Background: an optimization exercise with open tools, aiming at small area, a short achievable clock period and few clock cycles. Do not read the settings as production practice.
The RTL was checked by simulation tests, not by an equivalence proof against the original design.
No activity file was given, so power comes from the tool's default toggle rates.

## flow/design.v (module list and top-level ports; edited modules follow where they fit)
// module m3c_mul: 762 lines
// module m3c_acc: 325 lines
// module matrix3_add_mul_commutator_top: 322 lines
module matrix3_add_mul_commutator_top (
  input  logic                     clk,
  input  logic                     rst,
  input  logic                     cfg_we,
  input  logic [m3c_pkg::OP_W-1:0] cfg_wdata,
  input  logic                     cmd_valid,
  output logic                     cmd_stall,
  input  m3c_pkg::cmd_word_t       cmd_data,
  output logic                     res_valid,
  input  logic                     res_stall,
  output m3c_pkg::res_word_t       res_data
);
  // ...
==> flow/run.sh <==
#!/bin/bash
# synth_recipe.tcl (not shown) runs the flow's synth.tcl, then flattens the netlist and writes it again
# the make line also repeats each setting of config.mk as NAME=value (left out here)
make -C /OpenROAD-flow-scripts/flow DESIGN_CONFIG=/design/flow/config.mk WORK_HOME=/design/flow/orfs CLKGATE_MAP_FILE= SYNTH_SCRIPT=/design/flow/synth_recipe.tcl finish
==> flow/config.mk <==
export PLATFORM = sky130hd
export DESIGN_NAME = matrix3_add_mul_commutator_top
export DESIGN_NICKNAME = matrix3_add_mul_commutator_top
export VERILOG_FILES = /design/flow/design.v
export SDC_FILE = /design/flow/constraint.sdc
export NUM_CORES = 4
export LEC_CHECK = 0
export ABC_CLOCK_PERIOD_IN_PS = 3500
export CAP_MARGIN = 20
export CORE_MARGIN = 2
export CORE_UTILIZATION = 40
export SETUP_SLACK_MARGIN = 5
export SLEW_MARGIN = 20
==> flow/constraint.sdc <==
create_clock -name core_clock -period 9.0 [get_ports {clk}]
set_input_delay 1.8000 -clock core_clock [delete_from_list [all_inputs] [get_ports {clk}]]
set_output_delay 1.8000 -clock core_clock [all_outputs]
set_load 0.01 [all_outputs]
==> reports/summary.txt, run 1 <==
Die X: 336 um
crit path to: cmd_stall
Top FF cell, synth: dfxtp_1
post-synthesis mux area share: 0.0678
Post-Synth Simple-Gate Area: 0.0530
comb pwr: 1.32 mW
delay-heaviest family, CP: flip-flops
Layout Utilization: 0.455
Clk pwr share: 0.392
max cap viols: 0
CP max stage cell: dfxtp_1
DP Area: 46300 um^2
comb_multi_in: 2188
NonClk Buf Share: 0.0261
met1 GRT Util: 0.270
die height: 336 um
Worst-Skew Late Latency: 0.69 ns
DR WL met3: 6650 um
IO Count: 85
Total Routing Usage GR: 0.196
Core Area: 109000 um^2
status: timing/DRC/antenna clean
max incr delay on CP: 0.68 ns
Synth top area share: 0.408
Iteration-0 DRC Markers: 2302
DR vias/cell: 5.30
grt met2 use: 0.316
Tcrit/Tclk final: 0.424
Compound-Gate Fraction of Synth Area: 0.132
Worst setup startpoint: cmd_stall$_SDFF_PP0_
Post-Syn Area per Cell: 11.7 um^2
initial core utilization: 0.405
RSZ-0062 raised after global routing: false
worst path cell trace: clkdlybuf4s50_1
Non-CTS buffers: 145
HP Start: m1i[1]$_DFF_P_
area share of fa/ha/maj cells after synthesis: 0.138
fraction of area in registers: 0.432
startpoint types: flop
Testbench counts, summed over its fixed seeds: cycles 8,938.
==> inputs of run 2 (changes only) <==
==> flow/flow/run.sh (new file) <==
#!/bin/bash
# The standard layout, with timing repair aimed at a shorter period than the constraint's
# (the constraint itself is unchanged) and port buffers of a stronger cell.
set -euo pipefail
bash standard.sh SETUP_SLACK_MARGIN=6 "BUFFER_PORTS_ARGS=-buffer_cell sky130_fd_sc_hd__buf_4" finish > orfs_make.log 2>&1
==> flow/standard.sh (new file) <==
#!/bin/bash
# synth_recipe.tcl (not shown) runs the flow's synth.tcl, then flattens the netlist and writes it again
# the make line also repeats each setting of config.mk as NAME=value (left out here)
make -C /OpenROAD-flow-scripts/flow DESIGN_CONFIG=/design/flow/config.mk WORK_HOME=/design/flow/orfs CLKGATE_MAP_FILE= SYNTH_SCRIPT=/design/flow/synth_recipe.tcl "${@:-finish}"
removed: flow/run.sh
==> reports/summary.txt, run 2 <==
Worst EP arrival: 1.25 ns (was 2.01 ns)
Seq/Total Area, Yosys: 0.486 (unchanged)
DR vias/cell: 5.29 (was 5.30)
Leak: 20.1 nW (was 19.5 nW)
Total Wirelength: 114000 um (was 112000 um)
Post-synth top cells: dfxtp_1, a22oi_1, inv_1 (unchanged)
Yosys cell types: 91 (unchanged)
Core Area: 109000 um^2 (unchanged)
max-slew violation count: 0 (unchanged)
synthesized net count: 4159 (unchanged)
XOR/XNOR Fraction of Synth Area: 0.0730 (unchanged)
Fin Setup TNS: 0 ns (unchanged)
post-DP HPWL: 71700 um (was 71600 um)
Layout area overhead: 15.8% (was 12.6%)
row count: 121 (unchanged)
Synth Instances: 3776 (unchanged)
initial core utilization: 0.405 (unchanged)
gr ovfl total: 0 (unchanged)
Synth async-reset ratio: 0 (unchanged)
WP buf/inv: 1 (unchanged)
Fin. Hold Viols: 0 (unchanged)
Synth top area share: 0.408 (unchanged)
RSZ-0062 raised after global routing: true (was false)
Tcrit/Tclk final: 0.339 (was 0.424)
Max FO, Critical Path: 1 (was 13)
max incr delay on CP: 0.42 ns (was 0.68 ns)
vias in the first global route: 29.2k (was 28.9k)
Regs by FF count: ra: 288 flops, rb: 288 flops (unchanged)
Synthesis Warnings: 3 (unchanged)
Top FF cell, synth: dfxtp_1 (unchanged)
Total Routing Usage GR: 0.201 (was 0.196)
# nets final: 4196 (was 4144)
Post-Synth Simple-Gate Area: 0.0530 (unchanged)
gpl congestion: 0.874 (was 0.881)
htree depth: 3 (unchanged)
Root Buffer: clkbuf_16 (unchanged)
Routed Antenna Nets: 0 (unchanged)
Worst Hold Class: reg2reg (unchanged)
Post-synth EDFFs: 116 (unchanged)
drt wl/cell: 21.1 um (was 20.9 um)
TritonCTS clock tree: yes (unchanged)
Worst-Margin Slew: 1.13 ns (was 1.32 ns)
die height: 336 um (unchanged)
Worst-Skew Late Latency: 0.71 ns (was 0.69 ns)
die area: 113000 um^2 (unchanged)
peak supply drop: 0.189 mV (was 0.194 mV)
Mapped Area: 44200 um^2 (unchanged)
clk_skew: 0.0540 ns (was 0.0382 ns)
commonest non-fill, non-tap cells in the layout: dfxtp_1, a22oi_1, inv_1 (unchanged)
startpoint types: flop (unchanged)
Rel. slew slack: 0.247 (was 0.118)
first-pass GRT wire length: 176000 um (was 172000 um)
Sink Count: 1015 (unchanged)
layout cells sized above 1: 0.193 (was 0.128)
Vias: 28.5k (was 28.2k)
area share of fa/ha/maj cells after synthesis: 0.138 (unchanged)
IO Count: 85 (unchanged)
top post-synthesis cells by area: dfxtp_1, fa_1, edfxtp_1 (unchanged)
post-synthesis mux area share: 0.0678 (unchanged)
initial antenna violation count: 1 (was 0)
drt pass-1 iters: 8 (was 7)
Iteration-0 DRC Markers: 2347 (was 2302)
Worst EP required: 7.20 ns (about the same)
worst path cell trace: buf_6 (was clkdlybuf4s50_1)
power per cell area: 215 nW/um^2 (was 218 nW/um^2)
status: timing/DRC/antenna clean (unchanged)
CTS Buffer Depth: 3 (unchanged)
synthesized flop and latch total: 1015 (unchanged)
Setup CP Type: reg2out (unchanged)
Post-Syn Area per Cell: 11.7 um^2 (unchanged)
Die X: 336 um (unchanged)
port bufs: 84 (unchanged)
delay-heaviest family, CP: flip-flops (unchanged)
largest area contributor in the netlist: dfxtp_1 (unchanged)
fin crit period: 3.05 ns (was 3.81 ns)
total power: 11.0 mW (was 10.8 mW)
CP max stage cell: edfxtp_1 (was dfxtp_1)
CP endpoint kind: output port (unchanged)
cts bufs inserted: 102 (was 101)
largest family of logic cells by synthesized area: adder cells (unchanged)
Compound-Gate Fraction of Synth Area: 0.132 (unchanged)
most common cell after layout, fill and taps aside: dfxtp_1 (unchanged)
largest net degree at the start of global routing: 63 (unchanged)
clk slew on worst S/H paths: 0.05 ns (was 0.06 ns)
most frequent cell after synthesis: dfxtp_1 (unchanged)
DRC violations left: 0 (unchanged)
Final Setup Violations: 0 (unchanged)
max cap viols: 0 (unchanged)
Max Clk Rate: 328 MHz (was 262 MHz)
hold_buf cts: 0 (unchanged)
[run 2: metal layers]
metal	part of all wire	up-vias	track usage
met4	0.025	0	0.0593
met5	0	-	0
met1	0.45	14100	0.273
met3	0.057	197	0.0292
li1	-	13200	-
met2	0.47	937	0.331
[run 2: area by class of cell]
| cell class | count | area, um^2 |
|---|---|---|
| Timing Repair Buffer | 194 | 2030 |
| Fill cell | 9907 | 58000 |
| Antenna cell | 1 | 2.50 |
| Clock buffer | 153 | 2980 |
| Inverter | 310 | 1170 |
| Tap cell | 1476 | 1850 |
| Timing Repair inverter | 1 | 5.00 |
| Sequential cell | 1015 | 21600 |
| Clock inverter | 39 | 513 |
| Multi-Input combinational cell | 2189 | 21000 |
[run 2: path summary, 6_finish.rpt]
kind | from | depth (start not counted) | slack (ns) | end
worst max-delay path | res_data[32]$_DFFE_PP_ | 1 | 5.95 | res_data[32]
worst min-delay path | m1j[0]$_DFF_P_ | 0 | 0.32 | m2j[0]$_DFF_P_
worst max register to register | mone[4]$_DFF_P_ | 8 | 5.98 | qr0[29]$_DFF_P_
worst min register to register | m1j[0]$_DFF_P_ | 0 | 0.32 | m2j[0]$_DFF_P_
[run 2: power breakdown]
part / leakage (nW) / switching, mW / internal [mW]
registers: 8.50 / 0.278 / 5.01
clock network: 1.71 / 1.84 / 2.49
logic: 9.93 / 0.771 / 0.618
[run 2: logic make-up after synthesis]
family                     count (synthesis)
xor gates and xnor gates                 367
and+or+nand+nor                          468
DFF                                     1015
muxes                                    268
adders and majority gates                337
buffers and inverters                    573
AOI/OAI and AO/OA                        748
[run 2: timing repair]
item | in CTS | in global routing
resized for setup | 155 | 79
gates cloned | 11 | 0
buffers inserted | 23 | 21
endpoints found under the setup margin | 132 | 87
pin swaps | 23 | 27
hold endpoints to repair | 0 | 0
[run 2: stage by stage]
stage,hold slack (ns),setup WS (ns),instance area [um^2],instances,util
after floorplan,0.310,5.52,44400,3776,-
after global placement,0.310,4.98,46100,5129,0.423
after detailed placement,0.312,4.91,46100,5129,0.423
after CTS,0.327,5.89,50700,5355,0.464
after global routing,0.328,5.90,51100,5377,0.468
final,0.325,5.95,51100,5378,0.468
==> module matrix3_add_mul_commutator_top, before the edit <==
module matrix3_add_mul_commutator_top (
  input  logic                     clk,
  input  logic                     rst,
  input  logic                     cfg_we,
  input  logic [m3c_pkg::OP_W-1:0] cfg_wdata,
  input  logic                     cmd_valid,
  output logic                     cmd_stall,
  input  m3c_pkg::cmd_word_t       cmd_data,
  output logic                     res_valid,
  input  logic                     res_stall,
  output m3c_pkg::res_word_t       res_data
);
  logic [2:0] operation;
  always_ff @(posedge clk) begin
    if (rst) operation <= 3'd0;
    else if (cfg_we) operation <= cfg_wdata;
  end
  logic op_ab, op_ba, op_comm, op_dual, op_ew, op_sub;
  assign op_ab = (operation == 3'd2);
  assign op_ba = (operation == 3'd3);
  assign op_comm = (operation == 3'd4);
  assign op_dual = (operation == 3'd4) || (operation == 3'd5);
  assign op_ew = !(op_ab || op_ba || op_dual);
  assign op_sub = (operation == 3'd1);
  logic [1:0] ph;
  logic [1:0] ph_next;
  assign ph_next = (ph == 2'd2) ? 2'd0 : ph + 2'd1;
  always_ff @(posedge clk) begin
    if (rst) ph <= 2'd0;
    else ph <= ph_next;
  end
  logic       act;
  logic [2:0] ei, ej, kk;
  logic       half, eb;
  logic [3:0] cur;
  function automatic logic [3:0] last_use(input logic mb, input logic [1:0] x,
                                          input logic [1:0] y, input logic ew, input logic ab,
                                          input logic ba);
    logic [3:0] row_end, col_end;
    row_end = {x, 2'b00} - {2'b00, x} + 4'd2;   
    col_end = 4'd6 + {2'b00, y};
    if (ew) last_use = row_end - 4'd2 + {2'b00, y};
    else if (ab) last_use = mb ? col_end : row_end;
    else if (ba) last_use = mb ? row_end : col_end;
    else last_use = (x == 2'd2) ? 4'd8 : col_end;
  endfunction
  logic        ib_valid;
  logic [1:0]  ib_kind, ib_row, ib_col;
  logic [31:0] ib_val;
  logic is_load_ib, is_comp_ib;
  assign is_comp_ib = (ib_kind == 2'd2);
  assign is_load_ib = !ib_kind[1] && (ib_row != 2'd3) && (ib_col != 2'd3);
  logic ib_go, consume, start, seq_free;
  assign consume = ib_go;
  assign start = ib_go && is_comp_ib;
  logic comp_next;
  logic [63:0] predv;
  assign comp_next = !start && seq_free;
  always_comb begin
    for (int kd = 0; kd < 4; kd++)
      for (int r = 0; r < 4; r++)
        for (int c = 0; c < 4; c++) begin
          if (kd == 2) predv[kd*16 + r*4 + c] = comp_next;
          else if (kd == 3 || r == 3 || c == 3) predv[kd*16 + r*4 + c] = 1'b1;
          else predv[kd*16 + r*4 + c] = (ph_next == 2'(c)) && !start &&
              !(act && (cur <= last_use(1'(kd), 2'(r), 2'(c), op_ew, op_ab, op_ba)));
        end
  end
  logic pred_new, pred_old, w_valid, w_pred;
  assign pred_new = predv[{cmd_data.kind, cmd_data.row, cmd_data.col}];
  assign pred_old = predv[{ib_kind, ib_row, ib_col}];
  assign w_valid = cmd_stall ? ib_valid : cmd_valid;
  assign w_pred = cmd_stall ? pred_old : pred_new;
  always_ff @(posedge clk) begin
    if (rst) begin
      ib_valid <= 1'b0;
      ib_go <= 1'b0;
      cmd_stall <= 1'b0;
    end else begin
      ib_valid <= w_valid;
      ib_go <= w_valid && w_pred;
      cmd_stall <= w_valid && !w_pred;
    end
  end
  always_ff @(posedge clk) begin
    if (!cmd_stall) begin
      ib_kind <= cmd_data.kind;
      ib_row <= cmd_data.row;
      ib_col <= cmd_data.col;
      ib_val <= cmd_data.value;
    end
  end
  logic [31:0] ra [0:8];
  logic [31:0] rb [0:8];
  logic [2:0]  wa, wb;
  always_comb begin
    for (int r = 0; r < 3; r++) begin
      wa[r] = ib_go && is_load_ib && !ib_kind[0] && (ib_row == 2'(r));
      wb[r] = ib_go && is_load_ib && ib_kind[0] && (ib_row == 2'(r));
    end
  end
  always_ff @(posedge clk) begin
    for (int r = 0; r < 3; r++) begin
      ra[3*r] <= ra[3*r+1];
      ra[3*r+1] <= ra[3*r+2];
      ra[3*r+2] <= wa[r] ? ib_val : ra[3*r];
      rb[3*r] <= rb[3*r+1];
      rb[3*r+1] <= rb[3*r+2];
      rb[3*r+2] <= wb[r] ? ib_val : rb[3*r];
    end
  end
  function automatic logic [2:0] rotl(input logic [2:0] v);
    rotl = {v[1:0], v[2]};
  endfunction
  function automatic logic [2:0] rotr(input logic [2:0] v);
    rotr = {v[0], v[2:1]};
  endfunction
  typedef struct packed {
    logic [2:0] xr, xs, yr, ys;
    logic       xone, yone, neg, first, last, laste, lastk;
    logic [2:0] kstart;
  } term_t;
  term_t tc;
  logic adv;
  logic m1first, m1last, m2first, m2last;
  logic [1:0] m1i, m1j, m2i, m2j;
  logic pend;
  logic [1:0] pi, pj;
  logic sk_valid;
  assign adv = act && (!tc.first || !(sk_valid || (pend && res_valid)));
  assign seq_free = !act || (adv && tc.last && tc.laste);
  logic       n_act, n_half, n_eb;
  logic [2:0] n_ei, n_ej, n_kk;
  logic [3:0] n_cur;
  always_comb begin
    n_act = act; n_ei = ei; n_ej = ej; n_kk = kk; n_half = half; n_eb = eb; n_cur = cur;
    if (adv) begin
      if (tc.last) begin
        n_ej = rotl(ej);
        n_ei = ej[2] ? rotl(ei) : ei;
        n_cur = cur + 4'd1;
        n_half = 1'b0;
        n_eb = 1'b0;
        n_kk = (op_comm && |(n_ei & n_ej)) ? rotl(n_ei) : 3'b001;
        if (tc.laste) n_act = 1'b0;
      end else if (op_ew) begin
        n_eb = 1'b1;
      end else if (tc.lastk) begin
        n_half = 1'b1;
        n_kk = tc.kstart;
      end else begin
        n_kk = rotl(kk);
      end
    end
    if (start) begin
      n_act = 1'b1;
      n_ei = 3'b001;
      n_ej = 3'b001;
      n_cur = 4'd0;
      n_half = 1'b0;
      n_eb = 1'b0;
      n_kk = op_comm ? 3'b010 : 3'b001;
    end
  end
  always_ff @(posedge clk) begin
    if (rst) begin
      act <= 1'b0;
      ei <= 3'b001;
      ej <= 3'b001;
      kk <= 3'b001;
      half <= 1'b0;
      eb <= 1'b0;
      cur <= 4'd0;
    end else begin
      act <= n_act;
      ei <= n_ei;
      ej <= n_ej;
      kk <= n_kk;
      half <= n_half;
      eb <= n_eb;
      cur <= n_cur;
    end
  end
  function automatic logic [2:0] slot(input logic [2:0] c, input logic [1:0] p);
    slot = (p == 2'd0) ? c : ((p == 2'd1) ? rotr(c) : rotl(c));
  endfunction
  logic       d_first, d_last, d_laste, d_tab, d_tba, d_diag;
  logic [2:0] d_kstart, d_klast;
  always_comb begin
    d_diag = |(n_ei & n_ej);
    d_kstart = (op_comm && d_diag) ? rotl(n_ei) : 3'b001;
    d_klast = (op_comm && d_diag) ? rotr(n_ei) : 3'b100;
    d_first = op_ew ? !n_eb : (!n_half && (n_kk == d_kstart));
    d_last = op_ew ? n_eb : (op_dual ? (n_half && (n_kk == d_klast)) : (n_kk == d_klast));
    d_laste = n_ei[2] && n_ej[2];
    d_tab = op_ab || (op_dual && !n_half);
    d_tba = op_ba || (op_dual && n_half);
  end
  always_ff @(posedge clk) begin
    tc.first <= d_first;
    tc.last <= d_last;
    tc.laste <= d_laste;
    tc.lastk <= (n_kk == d_klast);
    tc.kstart <= d_kstart;
    tc.neg <= (op_sub && op_ew && n_eb) || (op_comm && n_half);
    tc.xone <= op_ew && n_eb;
    tc.yone <= op_ew && !n_eb;
    if (op_ew) begin
      tc.xr <= n_eb ? 3'b000 : n_ei;
      tc.xs <= slot(n_ej, ph_next);
      tc.yr <= n_eb ? n_ei : 3'b000;
      tc.ys <= slot(n_ej, ph_next);
    end else if (d_tab) begin
      tc.xr <= n_ei;
      tc.xs <= slot(n_kk, ph_next);
      tc.yr <= n_kk;
      tc.ys <= slot(n_ej, ph_next);
    end else begin
      tc.xr <= n_kk;
      tc.xs <= slot(n_ej, ph_next);
      tc.yr <= n_ei;
      tc.ys <= slot(n_kk, ph_next);
    end
  end
  logic [31:0] xa, yb, yv;
  always_comb begin
    xa = '0;
    yb = '0;
    for (int r = 0; r < 3; r++)
      for (int c = 0; c < 3; c++) begin
        xa = xa | (ra[3*r+c] & {32{tc.xr[r] && tc.xs[c]}});
        yb = yb | (rb[3*r+c] & {32{tc.yr[r] && tc.ys[c]}});
      end
    yv = yb | {31'd0, tc.yone};
  end
  logic [31:0] mx;
  logic [15:0] mone, mtwo, msg;
  always_ff @(posedge clk) begin
    for (int r = 0; r < 16; r++) begin
      mone[r] <= adv && (yv[2*r] ^ ((r == 0) ? 1'b0 : yv[2*r-1]));
      mtwo[r] <= adv && ((yv[2*r+1] && !yv[2*r] && !((r == 0) ? 1'b0 : yv[2*r-1])) ||
                         (!yv[2*r+1] && yv[2*r] && ((r == 0) ? 1'b0 : yv[2*r-1])));
      msg[r] <= adv && (yv[2*r+1] ^ tc.neg);
    end
    mx <= (xa | {31'd0, tc.xone});
    m1i <= {ei[2], ei[1]};
    m1j <= {ej[2], ej[1]};
    m2i <= m1i;
    m2j <= m1j;
  end
  always_ff @(posedge clk) begin
    if (rst) begin
      m1last <= 1'b0;
      m1first <= 1'b0;
      m2last <= 1'b0;
      m2first <= 1'b0;
    end else begin
      m1last <= adv && tc.last;
      m1first <= adv && tc.first;
      m2last <= m1last;
      m2first <= m1first;
    end
  end
  logic [31:0] pr0, pr1, pr2, pr3, qr0, qr1, qr2, qr3;
  m3c_mul u_mul (
    .x   (mx),
    .one (mone),
    .two (mtwo),
    .sg  (msg),
    .r0  (pr0),
    .r1  (pr1),
    .r2  (pr2),
    .r3  (pr3)
  );
  always_ff @(posedge clk) begin
    qr0 <= pr0;
    qr1 <= pr1;
    qr2 <= pr2;
    qr3 <= pr3;
  end
  logic [31:0] acc_s, acc_c, ns, nc;
  m3c_acc u_acc (
    .r0 (qr0),
    .r1 (qr1),
    .r2 (qr2),
    .r3 (qr3),
    .as (m2first ? 32'd0 : acc_s),
    .ac (m2first ? 32'd0 : acc_c),
    .s  (ns),
    .c  (nc)
  );
  always_ff @(posedge clk) begin
    acc_s <= ns;
    acc_c <= nc;
  end
  logic out_ready;
  m3c_pkg::res_word_t rw, sk;
  assign out_ready = !res_valid || !res_stall;
  assign rw = {pi, pj, acc_s + acc_c, (pi == 2'd2) && (pj == 2'd2)};
  always_ff @(posedge clk) begin
    if (rst) begin
      pend <= 1'b0;
      res_valid <= 1'b0;
      sk_valid <= 1'b0;
    end else begin
      if (m2last) pend <= 1'b1;
      else if (out_ready || !sk_valid) pend <= 1'b0;
      if (out_ready) begin
        res_valid <= sk_valid || pend;
        sk_valid <= sk_valid && pend;
      end else begin
        sk_valid <= sk_valid || pend;
      end
    end
    if (m2last) begin
      pi <= m2i;
      pj <= m2j;
    end
    if (out_ready) res_data <= sk_valid ? sk : rw;
    if (pend && (res_stall ? (res_valid && !sk_valid) : sk_valid)) sk <= rw;
  end
endmodule
==> inputs of run 3 (changes only) <==
--- a/flow/design.v
+++ b/flow/design.v
@@ -1182,2 +1182,3 @@
   logic comp_next;
+  logic [17:0] rel;   
   logic [63:0] predv;
@@ -1190,4 +1191,3 @@
           else if (kd == 3 || r == 3 || c == 3) predv[kd*16 + r*4 + c] = 1'b1;
-          else predv[kd*16 + r*4 + c] = (ph_next == 2'(c)) && !start &&
-              !(act && (cur <= last_use(1'(kd), 2'(r), 2'(c), op_ew, op_ab, op_ba)));
+          else predv[kd*16 + r*4 + c] = (ph_next == 2'(c)) && !start && rel[kd*9 + r*3 + c];
         end
@@ -1197,4 +1197,5 @@
   assign pred_old = predv[{ib_kind, ib_row, ib_col}];
-  assign w_valid = cmd_stall ? ib_valid : cmd_valid;
-  assign w_pred = cmd_stall ? pred_old : pred_new;
+  logic stall_q;   
+  assign w_valid = stall_q ? ib_valid : cmd_valid;
+  assign w_pred = stall_q ? pred_old : pred_new;
   always_ff @(posedge clk) begin
@@ -1204,2 +1205,3 @@
       cmd_stall <= 1'b0;
+      stall_q <= 1'b0;
     end else begin
@@ -1208,2 +1210,3 @@
       cmd_stall <= w_valid && !w_pred;
+      stall_q <= w_valid && !w_pred;
     end
@@ -1211,3 +1214,3 @@
   always_ff @(posedge clk) begin
-    if (!cmd_stall) begin
+    if (!stall_q) begin
       ib_kind <= cmd_data.kind;
@@ -1255,3 +1258,4 @@
   logic sk_valid;
-  assign adv = act && (!tc.first || !(sk_valid || (pend && res_valid)));
+  logic rv;   
+  assign adv = act && (!tc.first || !(sk_valid || (pend && rv)));
   assign seq_free = !act || (adv && tc.last && tc.laste);
@@ -1291,2 +1295,9 @@
   always_ff @(posedge clk) begin
+    for (int m = 0; m < 2; m++)
+      for (int r = 0; r < 3; r++)
+        for (int c = 0; c < 3; c++)
+          rel[m*9 + r*3 + c] <= !n_act ||
+              (n_cur > last_use(1'(m), 2'(r), 2'(c), op_ew, op_ab, op_ba));
+  end
+  always_ff @(posedge clk) begin
     if (rst) begin
@@ -1423,3 +1434,3 @@
   m3c_pkg::res_word_t rw, sk;
-  assign out_ready = !res_valid || !res_stall;
+  assign out_ready = !rv || !res_stall;
   assign rw = {pi, pj, acc_s + acc_c, (pi == 2'd2) && (pj == 2'd2)};
@@ -1429,2 +1440,3 @@
       res_valid <= 1'b0;
+      rv <= 1'b0;
       sk_valid <= 1'b0;
@@ -1435,2 +1447,3 @@
         res_valid <= sk_valid || pend;
+        rv <= sk_valid || pend;
         sk_valid <= sk_valid && pend;
@@ -1445,3 +1458,3 @@
     if (out_ready) res_data <= sk_valid ? sk : rw;
-    if (pend && (res_stall ? (res_valid && !sk_valid) : sk_valid)) sk <= rw;
+    if (pend && (res_stall ? (rv && !sk_valid) : sk_valid)) sk <= rw;
   end
==> reports/summary.txt, run 3 <==
clk_skew: 0.0687 ns (was 0.0540 ns)
first-pass GRT wire length: 179000 um (was 176000 um)
Top FF cell, synth: dfxtp_1 (unchanged)
HP Start: ra[4][14]$_DFF_P_ (was m1j[0]$_DFF_P_)
Yosys cell types: 85 (was 91)
Post-Syn Area per Cell: 11.6 um^2 (was 11.7 um^2)
Post-synth EDFFs: 116 (unchanged)
die height: 337 um (was 336 um)
Setup CP Type: reg2reg (was reg2out)
Post-Synth Simple-Gate Area: 0.0589 (was 0.0530)
status: timing/DRC/antenna clean (unchanged)
# nets final: 4274 (was 4196)
commonest non-fill, non-tap cells in the layout: dfxtp_1, a22oi_1, inv_1 (unchanged)
Fin Setup TNS: 0 ns (unchanged)
largest net degree at the start of global routing: 63 (unchanged)
CP max stage cell: fa_1 (was edfxtp_1)
port bufs: 84 (unchanged)
post-synthesis mux area share: 0.0641 (was 0.0678)
largest area contributor in the netlist: dfxtp_1 (unchanged)
Rel. slew slack: 0.264 (was 0.247)
gpl congestion: 0.857 (was 0.874)
largest family of logic cells by synthesized area: adder cells (unchanged)
fin crit period: 3.06 ns (was 3.05 ns)
Post-synth top cells: dfxtp_1, a22oi_1, inv_1 (unchanged)
register-to-register setup slack: 5.94 ns (was 5.98 ns)
Root Buffer: clkbuf_16 (unchanged)
synthesized flop and latch total: 1032 (was 1015)
vias in the first global route: 29.8k (was 29.2k)
Max Clk Rate: 327 MHz (was 328 MHz)
Hold Slack: 0.300 ns (was 0.325 ns)
startpoint types: flop (unchanged)
Register Area: 22000 um^2 (was 21600 um^2)
power per cell area: 217 nW/um^2 (was 215 nW/um^2)
Final Setup Violations: 0 (unchanged)
row count: 122 (was 121)
Leak: 20.6 nW (was 20.1 nW)
Die X: 337 um (was 336 um)
most common cell after layout, fill and taps aside: dfxtp_1 (unchanged)
TritonCTS clock tree: yes (unchanged)
clk slew on worst S/H paths: 0.06 ns (was 0.05 ns)
htree depth: 3 (unchanged)
max-slew violation count: 0 (unchanged)
Synth async-reset ratio: 0 (unchanged)
DRC violations left: 0 (unchanged)
gr ovfl total: 0 (unchanged)
CP endpoint kind: flop (was output port)
max incr delay on CP: 0.53 ns (was 0.42 ns)
Mapped Area: 44500 um^2 (was 44200 um^2)
Worst-Margin Slew: 1.10 ns (was 1.13 ns)
Fin. Hold Viols: 0 (unchanged)
Regs by FF count: ra: 288 flops, rb: 288 flops (unchanged)
layout cells sized above 1: 0.189 (was 0.193)
Fill cells: 10.1k (was 9907)
drt wl/cell: 21.1 um (about the same)
Routed Antenna Nets: 0 (unchanged)
Vias: 29.1k (was 28.5k)
Max FO, Critical Path: 7 (was 1)
max cap viols: 0 (unchanged)
hold path cells: 0 (unchanged)
Iteration-0 DRC Markers: 2445 (was 2347)
Layout area overhead: 16.2% (was 15.8%)
r2r endpoint: qr0[26]$_DFF_P_ (was qr0[29]$_DFF_P_)
Synth Instances: 3843 (was 3776)
Worst-Skew Late Latency: 0.73 ns (was 0.71 ns)
Synthesis Warnings: 3 (unchanged)
most frequent cell after synthesis: dfxtp_1 (unchanged)
Sink Count: 1032 (was 1015)
die area: 114000 um^2 (was 113000 um^2)
synthesized net count: 4226 (was 4159)
top post-synthesis cells by area: dfxtp_1, fa_1, edfxtp_1 (unchanged)
Tcrit/Tclk final: 0.340 (was 0.339)
peak supply drop: 0.168 mV (was 0.189 mV)
Synth top area share: 0.412 (was 0.408)
initial antenna violation count: 3 (was 1)
Seq/Total Area, Yosys: 0.491 (was 0.486)
Worst Hold Class: reg2reg (unchanged)
Layout Cell Area excl Fill: 51700 um^2 (was 51100 um^2)
Layout Utilization: 0.467 (was 0.468)
area share of fa/ha/maj cells after synthesis: 0.137 (was 0.138)
Compound-Gate Fraction of Synth Area: 0.127 (was 0.132)
Worst Hold Path EP: ra[3][14]$_DFF_P_ (was m2j[0]$_DFF_P_)
Multi-input gate area: 20900 um^2 (was 21000 um^2)
initial core utilization: 0.402 (was 0.405)
post-DP HPWL: 70700 um (was 71700 um)
Worst R2R Path Depth: 10 (was 8)
CTS Buffer Depth: 3 (unchanged)
IO Count: 85 (unchanged)
Core Area: 111000 um^2 (was 109000 um^2)
Worst EP arrival: 3.70 ns (was 1.25 ns)
DP Area: 46400 um^2 (was 46100 um^2)
worst path cell trace: buf_12, a22oi_2, xor2_1, fa_1, inv_1, fa_1, inv_1, fa_1, inv_1, fa_2 (was buf_6)
drt pass-1 iters: 8 (unchanged)
Total Wirelength: 116000 um (was 114000 um)
n_diodes: 0 (was 1)
DR vias/cell: 5.32 (was 5.29)
R2R Path Start: mone[1]$_DFF_P_ (was mone[4]$_DFF_P_)
cts bufs inserted: 106 (was 102)
XOR/XNOR Fraction of Synth Area: 0.0723 (was 0.0730)
Total Routing Usage GR: 0.203 (was 0.201)
total power: 11.2 mW (was 11.0 mW)
Worst EP required: 9.64 ns (was 7.20 ns)
RSZ-0062 raised after global routing: true (unchanged)
hold_buf cts: 0 (unchanged)
[run 3: changes by cell type in the layout (fill, tap and decap cells not counted), sizes merged, moves of 9 or more]
cell,delta
buf,+9
dfxtp,+17
inv,+9
mux2,-17
nand2,+48
o21ai,+9
[run 3: worst max-delay path by stage]
stage | endpoint | cells after the start | slack [ns] | startpoint
6_report | qr0[26]$_DFF_P_ | 10 | 5.94 | mone[1]$_DFF_P_
5_1_grt | qr0[26]$_DFF_P_ | 10 | 5.86 | mtwo[1]$_DFF_P_
4_1_cts | res_data[29] | 1 | 5.87 | res_data[29]$_DFFE_PP_
3_5_place_dp | sk[19]$_DFFE_PP_ | 5 | 4.94 | res_stall
3_3_place_gp | sk[21]$_DFFE_PP_ | 5 | 4.96 | res_stall
2_1_floorplan | sk[0]$_DFFE_PP_ | 4 | 5.51 | res_stall
[run 3: timing repair]
item / CTS / global route
gates resized for setup: 163 / 66
setup buffers: 37 / 19
gates cloned: 10 / 0
pin swaps: 33 / 26
endpoints found under the setup margin: 155 / 71
[run 3: final cells by class]
type | instances | share of cell area
clock buffer | 154 | 0.0600
clock inverter | 47 | 0.0109
inverter | 314 | 0.0230
multi-input combinational | 2230 | 0.404
sequential | 1032 | 0.426
tap | 1488 | 0.0360
timing repair buffer | 206 | 0.0404
timing repair inverter | 1 | 0.000145
[run 3: where the power goes]
| part | total [mW] | internal [mW] | leakage [nW] | switching, mW |
|---|---|---|---|---|
| Sequential | 5.36 | 5.08 | 8.65 | 0.281 |
| Combinational | 1.37 | 0.596 | 10.2 | 0.771 |
| Clock | 4.51 | 2.60 | 1.79 | 1.91 |
[run 3: kinds of logic after synthesis]
logic type,Yosys count
AOI/OAI and AO/OA,738
xor gates and xnor gates,367
adders and majority gates,337
buffers and inverters,582
DFF,1032
muxes,252
and+or+nand+nor,535
[run 3: critical path, delay by kind of cell, from the launching register on]
family | cells | cell delay, ns
compound gates | 1 | 0.18
fa+ha+maj | 4 | 2.00
buf+inv | 4 | 0.29
xor+xnor | 1 | 0.12
flops | 1 | 0.36
[run 3: through the flow]
step	cells	setup WS, ns
floorplan	3843	5.51
global placement	5203	4.96
detailed placement	5204	4.94
CTS	5452	5.87
global route	5472	5.86
finish	5472	5.94
[run 3: routing by layer]
| metal | global-route usage | vias up | wire length (um) |
|---|---|---|---|
| met3 | 0.0343 | 229 | 7420 |
| met1 | 0.275 | 14400 | 51000 |
| li1 | - | 13400 | - |
| met5 | 0 | - | 13 |
| met2 | 0.330 | 1042 | 53700 |
| met4 | 0.0687 | 2 | 3540 |
Testbench counts of run 3, summed over its fixed seeds: cycles 8,938.
==> inputs of run 4 (changes only) <==
==> flow/flow/run.sh (replaced) <==
#!/bin/bash
# The standard layout, with timing repair aimed at a shorter period than the constraint's
# (the constraint itself is unchanged) and port buffers of a stronger cell.
set -euo pipefail
bash standard.sh SETUP_SLACK_MARGIN=7 "BUFFER_PORTS_ARGS=-buffer_cell sky130_fd_sc_hd__buf_4" finish > orfs_make.log 2>&1
--- a/flow/config.mk
+++ b/flow/config.mk
@@ -10,3 +10,3 @@
 export CORE_MARGIN = 2
-export CORE_UTILIZATION = 40
+export CORE_UTILIZATION = 50
 export SETUP_SLACK_MARGIN = 5
==> reports/summary.txt, run 4 <==
n_diodes: 0 (unchanged)
Fin. Hold Viols: 0 (unchanged)
Worst EP arrival: 3.68 ns (was 3.70 ns)
htree depth: 3 (unchanged)
initial core utilization: 0.504 (was 0.402)
Vias: 32.1k (was 29.1k)
row count: 109 (was 122)
Rel. slew slack: 0.149 (was 0.264)
Die X: 302 um (was 337 um)
fin crit period: 3.04 ns (was 3.06 ns)
gpl congestion: 0.862 (was 0.857)
CTS Buffer Depth: 3 (unchanged)
Worst-Skew Late Latency: 0.72 ns (was 0.73 ns)
CP endpoint kind: flop (unchanged)
worst setup margin: 5.96 ns (was 5.94 ns)
Iteration-0 DRC Markers: 3130 (was 2445)
most frequent cell after synthesis: dfxtp_1 (unchanged)
Post-synth top cells: dfxtp_1, a22oi_1, inv_1 (unchanged)
Fin Setup TNS: 0 ns (unchanged)
startpoint types: flop (unchanged)
Synth async-reset ratio: 0 (unchanged)
Sw Pwr: 3.27 mW (was 2.96 mW)
Post-synth EDFFs: 116 (unchanged)
Regs by FF count: ra: 288 flops, rb: 288 flops (unchanged)
drt pass-1 iters: 7 (was 8)
die area: 91300 um^2 (was 114000 um^2)
layout cells sized above 1: 0.395 (was 0.189)
clk_skew: 0.0349 ns (was 0.0687 ns)
IO Count: 85 (unchanged)
first-pass GRT wire length: 208000 um (was 179000 um)
sequential power share: 0.460 (was 0.477)
Worst EP required: 9.64 ns (about the same)
commonest non-fill, non-tap cells in the layout: dfxtp_1, a22oi_1, buf_4 (was dfxtp_1, a22oi_1, inv_1)
# nets final: 4615 (was 4274)
gr ovfl total: 0 (unchanged)
Final Setup Violations: 0 (unchanged)
Switching Share: 0.276 (was 0.264)
Synthesis Warnings: 3 (unchanged)
peak supply drop: 0.181 mV (was 0.168 mV)
Root Buffer: clkbuf_16 (unchanged)
Worst-Margin Slew: 1.27 ns (was 1.10 ns)
largest area contributor in the netlist: dfxtp_1 (unchanged)
Top FF cell, synth: dfxtp_1 (unchanged)
most common cell after layout, fill and taps aside: dfxtp_1 (unchanged)
Seq/Total Area, Yosys: 0.491 (unchanged)
Comb pwr share: 0.167 (was 0.122)
Register Area: 22100 um^2 (was 22000 um^2)
Max Clk Rate: 329 MHz (was 327 MHz)
max-slew violation count: 0 (unchanged)
Setup CP Type: reg2reg (unchanged)
post-DP HPWL: 79600 um (was 70700 um)
largest net degree at the start of global routing: 55 (was 63)
Tcrit/Tclk final: 0.337 (was 0.340)
Synth top area share: 0.412 (unchanged)
vias in the first global route: 33.3k (was 29.8k)
die height: 302 um (was 337 um)
status: timing/DRC/antenna clean (unchanged)
Sink Count: 1032 (unchanged)
DR vias/cell: 5.86 (was 5.32)
Total Routing Usage GR: 0.303 (was 0.203)
Core Area: 88200 um^2 (was 111000 um^2)
cts bufs inserted: 104 (was 106)
TritonCTS clock tree: yes (unchanged)
port bufs: 84 (unchanged)
Max FO, Critical Path: 6 (was 7)
Worst Hold Class: reg2reg (unchanged)
initial antenna violation count: 1 (was 3)
Power Internal: 8.60 mW (was 8.27 mW)
Place WS: 4.99 ns (was 4.94 ns)
Mapped Area: 44500 um^2 (unchanged)
Fill cells: 6252 (was 10.1k)
Layout area overhead: 34.7% (was 16.2%)
Total Wirelength: 146000 um (was 116000 um)
Worst setup startpoint: mx[26]$_DFF_P_ (was mone[1]$_DFF_P_)
HP Start: m1j[0]$_DFF_P_ (was ra[4][14]$_DFF_P_)
Yosys cell types: 85 (unchanged)
Routed Antenna Nets: 0 (unchanged)
R2R Path Start: mx[26]$_DFF_P_ (was mone[1]$_DFF_P_)
synthesized net count: 4226 (unchanged)
synthesized flop and latch total: 1032 (unchanged)
Leak: 23.5 nW (was 20.6 nW)
max cap viols: 0 (unchanged)
DRC violations left: 0 (unchanged)
top post-synthesis cells by area: dfxtp_1, fa_1, edfxtp_1 (unchanged)
Multi-input gate area: 24700 um^2 (was 20900 um^2)
RSZ-0062 raised after global routing: true (unchanged)
clk slew on worst S/H paths: 0.06 ns (about the same)
Clk pwr share: 0.373 (was 0.401)
power per cell area: 198 nW/um^2 (was 217 nW/um^2)
hold_buf cts: 0 (unchanged)
Post-Syn Area per Cell: 11.6 um^2 (unchanged)
Synth Instances: 3843 (unchanged)
drt wl/cell: 26.5 um (was 21.1 um)
run 4: cell count changes in the layout (fill, tap and decap cells not counted), sizes merged, moves of 3 or more:
cell	previous run	this run
and2	26	32
buf	194	522
inv	321	317
clkbuf	158	169
clkinv	30	24
bufbuf	8	5
run 4: repair_timing:
action                                  in CTS  in global routing
gates cloned                                46                 18
endpoints found under the setup margin     586                556
setup buffers                              222                119
gates resized for setup                    742                342
pin swaps                                  217                235
endpoints found under the hold margin        0                  0
run 4: layer usage:
metal  wire length [um]  up-vias  GRT usage  part of all wire
met1              58800    16400      0.390              0.40
met5                  0        -          0                 0
met4               7010        0      0.124             0.048
met3               9300      347     0.0455             0.064
met2              70500     1316      0.510              0.48
li1                   -    14100          -                 -
run 4: critical path, stage by stage, from the launching register on:
cell and delay [ns]:
dfxtp_4 0.38, a22oi_1 0.25, xor2_1 0.28, fa_1 0.51, fa_2 0.48, fa_2 0.54, inv_2 0.04, fa_2 0.51
run 4: stage by stage:
step	hold WS (ns)	instances	power [mW]	util	instance area, um^2
final	0.334	5483	11.9	0.679	59900
after global routing	0.339	5483	12.3	0.679	59900
after CTS	0.336	5346	11.7	0.647	57000
after detailed placement	0.312	4886	6.90	0.537	47400
after global placement	0.311	4886	6.85	0.537	47400
after floorplan	0.310	3843	6.34	-	46700
run 4: cells by family (layout without fill, tap and decap cells):
| family | after synthesis | in the layout | share of synthesized area |
|---|---|---|---|
| multiplexers | 252 | 252 | 0.0641 |
| buffers and inverters | 582 | 1049 | 0.0499 |
| AND/OR/NAND/NOR | 535 | 543 | 0.0589 |
| adder cells (fa/ha/maj) | 337 | 337 | 0.137 |
| XOR/XNOR | 367 | 367 | 0.0723 |
| AO/OA/AOI/OAI | 738 | 738 | 0.127 |
| flip-flops | 1032 | 1032 | 0.491 |
run 4: worst paths after layout:
| kind | to | slack [ns] | depth (start not counted) |
|---|---|---|---|
| setup reg to reg | qr0[27]$_DFF_P_ | 5.96 | 7 |
| hold / removal | m2j[0]$_DFF_P_ | 0.33 | 0 |
| hold reg to reg | m2j[0]$_DFF_P_ | 0.33 | 0 |
| setup / recovery | qr0[27]$_DFF_P_ | 5.96 | 7 |
run 4: power groups by stage:
| stage | Sequential, mW | Combinational, mW | Clock (mW) |
|---|---|---|---|
| after CTS | 5.43 | 1.76 | 4.48 |
| after floorplan | 5.38 | 0.962 | 0 |
| final | 5.47 | 1.98 | 4.43 |
| after detailed placement | 5.51 | 1.39 | 0 |
| after global routing | 5.50 | 2.13 | 4.68 |
| after global placement | 5.49 | 1.36 | 0 |
run 4: layout make-up:
class	count	share of cell area
repair buffers	542	0.115
flip-flops and latches	1032	0.369
multi-input cells	2237	0.413
well taps	1165	0.0243
repair inverters	1	0.000125
inverters	314	0.0201
clock inverters	38	0.00717
clock buffers	154	0.0519
==> inputs of run 5 (changes only) <==
--- a/flow/design.v
+++ b/flow/design.v
@@ -1259,3 +1259,8 @@
   logic rv;   
-  assign adv = act && (!tc.first || !(sk_valid || (pend && rv)));
+  logic cfg_d;
+  always_ff @(posedge clk) begin
+    if (rst) cfg_d <= 1'b0;
+    else cfg_d <= cfg_we;
+  end
+  assign adv = (act || start) && !cfg_d && (!tc.first || !(sk_valid || (pend && rv)));
   assign seq_free = !act || (adv && tc.last && tc.laste);
@@ -1284,4 +1289,4 @@
     end
-    if (start) begin
-      n_act = 1'b1;
+    if (start) n_act = 1'b1;
+    if ((!act && !(start && adv)) || (adv && tc.last && tc.laste)) begin
       n_ei = 3'b001;
==> flow/flow/run.sh (replaced) <==
#!/bin/bash
# The standard layout, with timing repair aimed at a shorter period than the constraint's
# (the constraint itself is unchanged) and port buffers of a stronger cell.
set -euo pipefail
bash standard.sh SETUP_SLACK_MARGIN=6 "BUFFER_PORTS_ARGS=-buffer_cell sky130_fd_sc_hd__buf_4" finish > orfs_make.log 2>&1
--- a/flow/config.mk
+++ b/flow/config.mk
@@ -10,3 +10,3 @@
 export CORE_MARGIN = 2
-export CORE_UTILIZATION = 50
+export CORE_UTILIZATION = 40
 export SETUP_SLACK_MARGIN = 5
==> reports/summary.txt, run 5 <==
Synth top area share: 0.414 (was 0.412)
max cap viols: 0 (unchanged)
initial core utilization: 0.402 (was 0.504)
peak supply drop: 0.141 mV (was 0.181 mV)
vias in the first global route: 29.6k (was 33.3k)
Core Area: 110000 um^2 (was 88200 um^2)
Sw Pwr: 2.96 mW (was 3.27 mW)
initial antenna violation count: 1 (unchanged)
Post-synth EDFFs: 116 (unchanged)
CP max stage cell: fa_1 (was fa_2)
Final Setup Violations: 0 (unchanged)
layout cells sized above 1: 0.211 (was 0.395)
Top FF cell, synth: dfxtp_1 (unchanged)
delay-heaviest family, CP: adder cells (unchanged)
Routed Antenna Nets: 0 (unchanged)
largest net degree at the start of global routing: 63 (was 55)
RSZ-0062 raised after global routing: true (unchanged)
max incr delay on CP: 0.54 ns (about the same)
Worst EP arrival: 3.65 ns (was 3.68 ns)
post-DP HPWL: 69400 um (was 79600 um)
Total Routing Usage GR: 0.199 (was 0.303)
Total Wirelength: 114000 um (was 146000 um)
first-pass GRT wire length: 175000 um (was 208000 um)
Yosys cell types: 73 (was 85)
max-slew violation count: 0 (unchanged)
drt pass-1 iters: 6 (was 7)
Iteration-0 DRC Markers: 2443 (was 3130)
Regs by FF count: ra: 288 flops, rb: 288 flops (unchanged)
Worst-Margin Slew: 1.12 ns (was 1.27 ns)
most frequent cell after synthesis: dfxtp_1 (unchanged)
Mapped Area: 44300 um^2 (was 44500 um^2)
Max FO, Critical Path: 6 (unchanged)
Vias: 28.9k (was 32.1k)
Worst Hold Class: reg2reg (unchanged)
htree depth: 3 (unchanged)
Comb pwr share: 0.122 (was 0.167)
Post-synth top cells: dfxtp_1, a22oi_1, inv_1 (unchanged)
power per cell area: 217 nW/um^2 (was 198 nW/um^2)
Fill cells: 9981 (was 6252)
Synth Instances: 3804 (was 3843)
clk slew on worst S/H paths: 0.06 ns (about the same)
hold_buf cts: 0 (unchanged)
most common cell after layout, fill and taps aside: dfxtp_1 (unchanged)
die area: 113000 um^2 (was 91300 um^2)
Switching Share: 0.261 (was 0.276)
die height: 337 um (was 302 um)
# nets final: 4280 (was 4615)
Max Clk Rate: 327 MHz (was 329 MHz)
Fin. Hold Viols: 0 (unchanged)
n_diodes: 0 (unchanged)
top post-synthesis cells by area: dfxtp_1, fa_1, edfxtp_1 (unchanged)
synthesized net count: 4187 (was 4226)
fin crit period: 3.05 ns (was 3.04 ns)
startpoint types: flop (unchanged)
Root Buffer: clkbuf_16 (unchanged)
cts bufs inserted: 105 (was 104)
Sink Count: 1033 (was 1032)
synthesized flop and latch total: 1033 (was 1032)
IO Count: 85 (unchanged)
CP endpoint kind: flop (unchanged)
DP Area: 46400 um^2 (was 47400 um^2)
worst path cell trace: buf_12, a22oi_2, xor2_1, fa_1, inv_1, fa_1, inv_1, fa_1, inv_1, fa_2 (was a22oi_1, xor2_1, fa_1, fa_2, fa_2, inv_2, fa_2)
Seq/Total Area, Yosys: 0.493 (was 0.491)
Post-Syn Area per Cell: 11.6 um^2 (about the same)
sequential power share: 0.472 (was 0.460)
CTS Buffer Depth: 3 (unchanged)
Setup CP Type: reg2reg (unchanged)
Register Area: 22000 um^2 (was 22100 um^2)
port bufs: 84 (unchanged)
Clk pwr share: 0.406 (was 0.373)
Worst-Skew Late Latency: 0.72 ns (about the same)
Power Internal: 8.40 mW (was 8.60 mW)
status: timing/DRC/antenna clean (unchanged)
Layout area overhead: 17.9% (was 34.7%)
TritonCTS clock tree: yes (unchanged)
Multi-input gate area: 21000 um^2 (was 24700 um^2)
Leak: 20.8 nW (was 23.5 nW)
Worst EP required: 9.60 ns (was 9.64 ns)
Layout Utilization: 0.474 (was 0.679)
drt wl/cell: 20.7 um (was 26.5 um)
row count: 122 (was 109)
commonest non-fill, non-tap cells in the layout: dfxtp_1, a22oi_1, inv_1 (was dfxtp_1, a22oi_1, buf_4)
Layout Cell Area excl Fill: 52200 um^2 (was 59900 um^2)
gr ovfl total: 0 (unchanged)
DR vias/cell: 5.27 (was 5.86)
DRC violations left: 0 (unchanged)
Die X: 337 um (was 302 um)
gpl congestion: 0.830 (was 0.862)
Fin Setup TNS: 0 ns (unchanged)
WP buf/inv: 4 (was 1)
largest area contributor in the netlist: dfxtp_1 (unchanged)
clk_skew: 0.0736 ns (was 0.0349 ns)
Synthesis Warnings: 3 (unchanged)
Synth async-reset ratio: 0 (unchanged)
Tcrit/Tclk final: 0.339 (was 0.337)
Rel. slew slack: 0.255 (was 0.149)
==> run 5: cell types whose count changed after synthesis, moves of 9 or more <==
cell      before  now
mux2_2       212  227
a21oi_1       73   64
nand2_1      153  133
clkbuf_1     208  199
mux2_1         9    0
a221oi_2       9    0
a221oi_1      45   59
a22oi_1      367  357
==> run 5: final timing paths <==
check / startpoint / to / slack, ns / cells after the start
setup / recovery: mtwo[2]$_DFF_P_ / qr0[26]$_DFF_P_ / 5.95 / 10
hold / removal: m1j[1]$_DFF_P_ / m2j[1]$_DFF_P_ / 0.32 / 0
setup reg to reg: mtwo[2]$_DFF_P_ / qr0[26]$_DFF_P_ / 5.95 / 10
hold reg to reg: m1j[1]$_DFF_P_ / m2j[1]$_DFF_P_ / 0.32 / 0
==> run 5: metrics by stage <==
| stage | worst slack (ns) | power, mW | std cells | hold slack (ns) |
|---|---|---|---|---|
| 3_5_place_dp | 4.85 | 6.70 | 5181 | 0.312 |
| 4_1_cts | 5.89 | 11.4 | 5438 | 0.326 |
| 2_1_floorplan | 5.51 | 6.21 | 3804 | 0.310 |
| 3_3_place_gp | 4.88 | 6.68 | 5178 | 0.311 |
| 6_report | 5.95 | 11.4 | 5476 | 0.325 |
| 5_1_grt | 5.89 | 11.9 | 5476 | 0.333 |
==> run 5: cells by family (layout without fill, tap and decap cells) <==
logic type               Yosys count  in the layout  share of synthesized area
AND/OR/NAND/NOR                  514            514                     0.0575
XOR/XNOR                         363            363                     0.0718
AO/OA/AOI/OAI                    724            724                      0.125
multiplexers                     261            261                     0.0665
buffers and inverters            572            756                     0.0487
flip-flops                      1033           1033                      0.493
adder cells (fa/ha/maj)          337            337                      0.137
==> run 5: repair_timing <==
action                     in CTS  in global routing
gates cloned                   12                  0
resized for setup             206                 78
buffers inserted               47                 34
setup endpoints to repair     160                 92
pin swaps                      38                 45
==> run 5: layout make-up <==
type	count	area share
inverters	310	0.0224
well taps	1488	0.0356
repair inverters	1	0.0000958
flip-flops and latches	1033	0.421
multi-input cells	2199	0.401
clock buffers	139	0.0568
clock inverters	59	0.0149
repair buffers	247	0.0479
==> run 5: metal layers <==
metal | global-route usage | part of all wire | vias to the layer above
met5 | 0 | 0.00011 | -
met4 | 0.0623 | 0.027 | 2
met3 | 0.0359 | 0.062 | 220
met2 | 0.324 | 0.47 | 957
met1 | 0.270 | 0.44 | 14300
li1 | - | - | 13300
==> run 5: power groups by stage <==
| stage | logic (mW) | clock network [mW] | registers [mW] |
|---|---|---|---|
| after floorplan | 0.839 | 0 | 5.37 |
| after global placement | 1.25 | 0 | 5.43 |
| after detailed placement | 1.26 | 0 | 5.44 |
| after CTS | 1.35 | 4.71 | 5.36 |
| after global routing | 1.56 | 4.89 | 5.41 |
| final | 1.39 | 4.61 | 5.36 |
Testbench counts of run 5, summed over its fixed seeds: cycles 8,901.
==> inputs of run 6 (changes only) <==
--- a/flow/config.mk
+++ b/flow/config.mk
@@ -10,3 +10,3 @@
 export CORE_MARGIN = 2
-export CORE_UTILIZATION = 40
+export CORE_UTILIZATION = 55
 export SETUP_SLACK_MARGIN = 5
==> reports/summary.txt, run 6 <==
status: timing/DRC/antenna clean (unchanged)
Power Internal: 8.27 mW (was 8.40 mW)
largest net degree at the start of global routing: 63 (unchanged)
htree depth: 3 (unchanged)
Clk pwr share: 0.390 (was 0.406)
CP endpoint kind: output port (was flop)
startpoint types: flop (unchanged)
initial core utilization: 0.553 (was 0.402)
worst setup margin: 5.96 ns (was 5.95 ns)
port bufs: 84 (unchanged)
Fill cells: 6200 (was 9981)
Iteration-0 DRC Markers: 2363 (was 2443)
Fin Setup TNS: 0 ns (unchanged)
Tcrit/Tclk final: 0.338 (was 0.339)
die height: 288 um (was 337 um)
Max Clk Rate: 329 MHz (was 327 MHz)
Rel. slew slack: 0.247 (was 0.255)
peak supply drop: 0.192 mV (was 0.141 mV)
Synth async-reset ratio: 0 (unchanged)
Layout area overhead: 15.7% (was 17.9%)
Switching Share: 0.263 (was 0.261)
sequential power share: 0.484 (was 0.472)
max-slew violation count: 0 (unchanged)
Leak: 20.6 nW (was 20.8 nW)
DR vias/cell: 5.89 (was 5.27)
row count: 104 (was 122)
Top FF cell, synth: dfxtp_1 (unchanged)
synthesized flop and latch total: 1033 (unchanged)
most common cell after layout, fill and taps aside: dfxtp_1 (unchanged)
IO Count: 85 (unchanged)
Comb pwr share: 0.126 (was 0.122)
Place WS: 4.99 ns (was 4.85 ns)
Post-synth top cells: dfxtp_1, a22oi_1, inv_1 (unchanged)
Routed Antenna Nets: 0 (unchanged)
Sw Pwr: 2.95 mW (was 2.96 mW)
worst path cell trace: buf_6 (was buf_12, a22oi_2, xor2_1, fa_1, inv_1, fa_1, inv_1, fa_1, inv_1, fa_2)
Post-Syn Area per Cell: 11.6 um^2 (unchanged)
CP max stage cell: edfxtp_1 (was fa_1)
drt wl/cell: 24.7 um (was 20.7 um)
Synth top area share: 0.414 (unchanged)
Synth Instances: 3804 (unchanged)
global route hottest layer: met2 (unchanged)
Max FO, Critical Path: 1 (was 6)
hold_buf cts: 0 (unchanged)
delay-heaviest family, CP: flip-flops (was adder cells)
synthesized net count: 4187 (unchanged)
power per cell area: 219 nW/um^2 (was 217 nW/um^2)
Vias: 29.5k (was 28.9k)
cts bufs inserted: 102 (was 105)
Total Routing Usage GR: 0.298 (was 0.199)
Root Buffer: clkbuf_16 (unchanged)
vias in the first global route: 31.2k (was 29.6k)
Core Area: 80200 um^2 (was 110000 um^2)
max incr delay on CP: 0.41 ns (was 0.54 ns)
Worst Hold Class: reg2reg (unchanged)
CTS Buffer Depth: 3 (unchanged)
max cap viols: 0 (unchanged)
# nets final: 4254 (was 4280)
Regs by FF count: ra: 288 flops, rb: 288 flops (unchanged)
Worst EP required: 7.20 ns (was 9.60 ns)
Worst EP arrival: 1.24 ns (was 3.65 ns)
Worst-Skew Late Latency: 0.69 ns (was 0.72 ns)
Die X: 288 um (was 337 um)
Final Setup Violations: 0 (unchanged)
gr ovfl total: 0 (unchanged)
RSZ-0062 raised after global routing: true (unchanged)
commonest non-fill, non-tap cells in the layout: dfxtp_1, a22oi_1, inv_1 (unchanged)
Total Wirelength: 124000 um (was 114000 um)
layout cells sized above 1: 0.198 (was 0.211)
grt met2 use: 0.497 (was 0.324)
DRC violations left: 0 (unchanged)
top post-synthesis cells by area: dfxtp_1, fa_1, edfxtp_1 (unchanged)
largest area contributor in the netlist: dfxtp_1 (unchanged)
drt pass-1 iters: 8 (was 6)
post-DP HPWL: 77500 um (was 69400 um)
Worst-Margin Slew: 1.13 ns (was 1.12 ns)
n_diodes: 0 (unchanged)
fin crit period: 3.04 ns (was 3.05 ns)
M3 GR Usage: 0.0500 (was 0.0359)
Sink Count: 1033 (unchanged)
clk slew on worst S/H paths: 0.06 ns (about the same)
initial antenna violation count: 2 (was 1)
met1 GRT Util: 0.386 (was 0.270)
Mapped Area: 44300 um^2 (unchanged)
Layout Utilization: 0.639 (was 0.474)
die area: 82800 um^2 (was 113000 um^2)
clk_skew: 0.0415 ns (was 0.0736 ns)
first-pass GRT wire length: 188000 um (was 175000 um)
WP buf/inv: 1 (was 4)
Seq/Total Area, Yosys: 0.493 (unchanged)
Fin. Hold Viols: 0 (unchanged)
gpl congestion: 0.869 (was 0.830)
TritonCTS clock tree: yes (unchanged)
Post-synth EDFFs: 116 (unchanged)
Synthesis Warnings: 3 (unchanged)
Setup CP Type: reg2out (was reg2reg)
most frequent cell after synthesis: dfxtp_1 (unchanged)
Yosys cell types: 73 (unchanged)
[run 6: cell types whose count changed in the layout (fill, tap and decap cells not counted), sizes merged]
cell,before,now
buf,233,210
bufbuf,11,8
clkinv,33,31
and2,29,30
clkinvlp,12,6
clkbuf,142,147
and3b,2,3
inv,314,311
bufinv,11,9
[run 6: cell type report]
| class | count | area [um^2] | share of cell area |
|---|---|---|---|
| clock inverter | 46 | 588 | 0.0115 |
| multi-input combinational | 2201 | 20900 | 0.408 |
| timing repair inverter | 1 | 5.00 | 0.0000977 |
| inverter | 310 | 1170 | 0.0229 |
| timing repair buffer | 222 | 2330 | 0.0454 |
| clock buffer | 143 | 2940 | 0.0574 |
| sequential | 1033 | 22000 | 0.429 |
| tap | 1060 | 1330 | 0.0259 |
[run 6: power groups by stage]
stage	clock [mW]	combinational, mW	sequential [mW]
finish	4.38	1.41	5.43
global route	4.65	1.56	5.46
CTS	4.47	1.36	5.42
detailed placement	0	1.29	5.51
global placement	0	1.26	5.49
floorplan	0	0.839	5.37
[run 6: cell families (layout without fill, tap and decap cells)]
family	count (synthesis)	after routing	share of synthesized area
DFF	1033	1033	0.493
AOI/OAI and AO/OA	724	724	0.125
buffers and inverters	572	722	0.0487
and+or+nand+nor	514	516	0.0575
xor gates and xnor gates	363	363	0.0718
adders and majority gates	337	337	0.137
muxes	261	261	0.0665
[run 6: per-layer routing]
metal,vias to the layer above,share of wire
met4,4,0.038
li1,13300,-
met3,240,0.064
met2,1105,0.48
met1,14900,0.42
met5,-,0.00022
[run 6: per-stage QoR]
stage / instance area, um^2 / power, mW / hold slack (ns) / cells
2_1_floorplan: 44500 / 6.21 / 0.310 / 3804
5_1_grt: 51200 / 11.7 / 0.330 / 5016
4_1_cts: 50400 / 11.2 / 0.329 / 4972
3_3_place_gp: 45900 / 6.75 / 0.310 / 4750
3_5_place_dp: 45900 / 6.80 / 0.315 / 4752
6_report: 51200 / 11.2 / 0.321 / 5016
[run 6: timing repair]
action / CTS / global route
setup endpoints to repair: 153 / 126
buffers inserted: 22 / 38
pin swaps: 31 / 35
gates cloned: 9 / 4
gates resized for setup: 174 / 93
[run 6: final timing paths]
| kind | from | end | slack [ns] | cells past startpoint |
|---|---|---|---|---|
| setup / recovery | res_data[25]$_DFFE_PP_ | res_data[25] | 5.96 | 1 |
| hold / removal | ra[8][12]$_DFF_P_ | ra[7][12]$_DFF_P_ | 0.32 | 0 |
| setup reg to reg | mtwo[4]$_DFF_P_ | qr0[29]$_DFF_P_ | 5.97 | 8 |
| hold reg to reg | ra[8][12]$_DFF_P_ | ra[7][12]$_DFF_P_ | 0.32 | 0 |
==> inputs of run 7 (changes only) <==
==> flow/flow/run.sh (replaced) <==
#!/bin/bash
# The standard layout, with timing repair aimed at a shorter period than the constraint's
# (the constraint itself is unchanged), port buffers of a stronger cell, and a clock tree with
# larger sink clusters and no dummy loads.
set -euo pipefail
bash standard.sh SETUP_SLACK_MARGIN=6 "BUFFER_PORTS_ARGS=-buffer_cell sky130_fd_sc_hd__buf_4" \
  "CTS_ARGS=-sink_clustering_enable -repair_clock_nets -dont_use_dummy_load -sink_clustering_size 20 -sink_clustering_max_diameter 120" \
  finish > orfs_make.log 2>&1
--- a/flow/config.mk
+++ b/flow/config.mk
@@ -10,3 +10,3 @@
 export CORE_MARGIN = 2
-export CORE_UTILIZATION = 55
+export CORE_UTILIZATION = 40
 export SETUP_SLACK_MARGIN = 5
==> reports/summary.txt, run 7 <==
Synthesis Warnings: 3 (unchanged)
port bufs: 84 (unchanged)
startpoint types: flop (unchanged)
Fin Setup TNS: 0 ns (unchanged)
clk slew on worst S/H paths: 0.09 ns (was 0.06 ns)
max-slew violation count: 0 (unchanged)
Worst EP required: 9.50 ns (was 7.20 ns)
initial core utilization: 0.402 (was 0.553)
cts bufs inserted: 58 (was 102)
DRC violations left: 0 (unchanged)
synthesized flop and latch total: 1033 (unchanged)
most frequent cell after synthesis: dfxtp_1 (unchanged)
top post-synthesis cells by area: dfxtp_1, fa_1, edfxtp_1 (unchanged)
Setup CP Type: reg2reg (was reg2out)
Final Setup Violations: 0 (unchanged)
Sw Pwr: 2.47 mW (was 2.95 mW)
# nets final: 4216 (was 4254)
synthesized net count: 4187 (unchanged)
Switching Share: 0.265 (was 0.263)
Vias: 28.3k (was 29.5k)
die area: 113000 um^2 (was 82800 um^2)
largest area contributor in the netlist: dfxtp_1 (unchanged)
Total Routing Usage GR: 0.196 (was 0.298)
hold_buf cts: 0 (unchanged)
Post-synth top cells: dfxtp_1, a22oi_1, inv_1 (unchanged)
Rel. slew slack: 0.198 (was 0.247)
Clk pwr share: 0.278 (was 0.390)
DR vias/cell: 5.31 (was 5.89)
drt wl/cell: 21.0 um (was 24.7 um)
Comb pwr share: 0.147 (was 0.126)
Top FF cell, synth: dfxtp_1 (unchanged)
post-DP HPWL: 69400 um (was 77500 um)
Total Wirelength: 112000 um (was 124000 um)
status: timing/DRC/antenna clean (unchanged)
Worst-Margin Slew: 1.20 ns (was 1.13 ns)
Tcrit/Tclk final: 0.343 (was 0.338)
Synth top area share: 0.414 (unchanged)
Yosys cell types: 73 (unchanged)
Post-Syn Area per Cell: 11.6 um^2 (unchanged)
RSZ-0062 raised after global routing: true (unchanged)
peak supply drop: 0.156 mV (was 0.192 mV)
Iteration-0 DRC Markers: 2501 (was 2363)
Layout area overhead: 12.2% (was 15.7%)
most common cell after layout, fill and taps aside: dfxtp_1 (unchanged)
Fin. Hold Viols: 0 (unchanged)
Synth async-reset ratio: 0 (unchanged)
first-pass GRT wire length: 172000 um (was 188000 um)
Power Internal: 6.84 mW (was 8.27 mW)
CP endpoint kind: flop (was output port)
Max FO, Critical Path: 5 (was 1)
commonest non-fill, non-tap cells in the layout: dfxtp_1, a22oi_1, inv_1 (unchanged)
CTS Buffer Depth: 3 (unchanged)
Mapped Area: 44300 um^2 (unchanged)
layout cells sized above 1: 0.184 (was 0.198)
max cap viols: 0 (unchanged)
Worst-Skew Late Latency: 0.69 ns (about the same)
Post-synth EDFFs: 116 (unchanged)
largest net degree at the start of global routing: 63 (unchanged)
die height: 337 um (was 288 um)
drt pass-1 iters: 7 (was 8)
gr ovfl total: 0 (unchanged)
htree depth: 2 (was 3)
gpl congestion: 0.830 (was 0.869)
Max Clk Rate: 324 MHz (was 329 MHz)
fin crit period: 3.08 ns (was 3.04 ns)
n_diodes: 0 (unchanged)
initial antenna violation count: 0 (was 2)
TritonCTS clock tree: yes (unchanged)
Seq/Total Area, Yosys: 0.493 (unchanged)
total power: 9.31 mW (was 11.2 mW)
Leak: 19.5 nW (was 20.6 nW)
row count: 122 (was 104)
Root Buffer: clkbuf_16 (unchanged)
Core Area: 110000 um^2 (was 80200 um^2)
Sink Count: 1033 (unchanged)
vias in the first global route: 28.7k (was 31.2k)
Synth Instances: 3804 (unchanged)
Worst EP arrival: 3.59 ns (was 1.24 ns)
power per cell area: 187 nW/um^2 (was 219 nW/um^2)
sequential power share: 0.575 (was 0.484)
clk_skew: 0.0824 ns (was 0.0415 ns)
Routed Antenna Nets: 0 (unchanged)
Die X: 337 um (was 288 um)
Regs by FF count: ra: 288 flops, rb: 288 flops (unchanged)
IO Count: 85 (unchanged)
Worst Hold Class: reg2reg (unchanged)
-- run 7: cell types whose count changed in the layout (fill, tap and decap cells not counted), moves of 4 or more --
| cell | delta |
|---|---|
| ha_1 | -6 |
| clkinv_1 | -8 |
| clkinv_16 | -4 |
| ha_2 | +4 |
| buf_6 | -13 |
| clkbuf_8 | -19 |
| clkbuf_16 | -48 |
| buf_4 | +20 |
| bufinv_16 | -9 |
| buf_2 | +4 |
| clkinv_2 | -17 |
| clkbuf_1 | -20 |
-- run 7: final cells by class --
cell class,instances,area [um^2]
clock buffers,58,1450
repair inverters,1,5.00
fillers,10200,60500
well taps,1488,1860
inverters,310,1170
repair buffers,230,2320
multi-input cells,2199,20900
flip-flops and latches,1033,22000
-- run 7: cells by family (layout without fill, tap and decap cells) --
kind of cell               Yosys count  in the layout  synth area share
buffers and inverters              572            599            0.0487
AOI/OAI and AO/OA                  724            724             0.125
xor gates and xnor gates           363            363            0.0718
adders and majority gates          337            337             0.137
DFF                               1033           1033             0.493
and+or+nand+nor                    514            514            0.0575
muxes                              261            261            0.0665
-- run 7: critical path, cell delays in order, from the launching register on --
cell	delay [ns]
dfxtp_4	0.36
buf_12	0.13
buf_4	0.13
a22oi_2	0.19
xor2_2	0.17
fa_1	0.47
fa_2	0.55
fa_1	0.42
inv_1	0.08
fa_1	0.39
-- run 7: routing by layer --
metal | share of wire | vias up | global-route usage
li1 | - | 13100 | -
met1 | 0.46 | 14100 | 0.270
met2 | 0.46 | 842 | 0.319
met3 | 0.060 | 162 | 0.0311
met4 | 0.022 | 0 | 0.0506
met5 | 0 | - | 0
-- run 7: final timing paths --
| check | cells after the start | endpoint | start | slack [ns] |
|---|---|---|---|---|
| worst max-delay path | 9 | qr0[28]$_DFF_P_ | mtwo[5]$_DFF_P_ | 5.92 |
| worst min-delay path | 0 | ra[6][0]$_DFF_P_ | ra[7][0]$_DFF_P_ | 0.31 |
| worst max register to register | 9 | qr0[28]$_DFF_P_ | mtwo[5]$_DFF_P_ | 5.92 |
| worst min register to register | 0 | ra[6][0]$_DFF_P_ | ra[7][0]$_DFF_P_ | 0.31 |
-- run 7: power groups by stage --
stage | clock network [mW] | logic [mW] | registers [mW]
after detailed placement | 0 | 1.26 | 5.44
after global placement | 0 | 1.25 | 5.43
after CTS | 2.67 | 1.32 | 5.34
after floorplan | 0 | 0.839 | 5.37
final | 2.59 | 1.37 | 5.35
after global routing | 2.83 | 1.55 | 5.40
-- run 7: stage by stage --
step                std cells  area [um^2]  setup slack (ns)  hold WS (ns)   util
floorplan                3804        44500              5.51         0.310      -
global placement         5178        46400              4.88         0.311  0.421
detailed placement       5181        46400              4.85         0.312  0.421
CTS                      5305        49200              5.86         0.306  0.447
global route             5319        49700              5.84         0.309  0.451
finish                   5319        49700              5.92         0.305  0.451
-- run 7: timing repair --
| action | 4_1_cts | 5_1_grt |
|---|---|---|
| gates resized for setup | 177 | 97 |
| cloned | 12 | 0 |
| pin swaps | 33 | 33 |
| endpoints found under the setup margin | 151 | 79 |
| buffers inserted | 54 | 10 |

==> what the ideal ports hide <==
How much do the figures lean on ideal ports? The routed layouts below were timed once more, with nothing changed but the port constraints.
Step 1 assumes that a clkbuf_16 drives the clock port and a buf_2 every other input.
Step 2 also shifts input and output timing later by t, the mid clock arrival at the registers, as if the neighbouring blocks saw the same clock.
Three values: no drivers, after step 1, after step 2; two values: the first two.
| run | t, ns | setup WS [ns] |
|---|---|---|
| run 1 | 0.740 | 5.188 / 5.120 / 4.756 |
| run 2 | 0.746 | 5.952 / 5.883 / 5.387 |
| run 3 | 0.766 | 5.939 / 5.871 / 5.369 |
| run 4 | 0.768 | 5.964 / 5.899 / 5.557 |
| run 5 | 0.756 | 5.946 / 5.903 / 5.462 |
| run 6 | 0.740 | 5.958 / 5.888 / 5.554 |
| run 7 | 0.704 | 5.917 / 5.917 / 5.458 |
After both steps setup and hold are still met in every run listed.
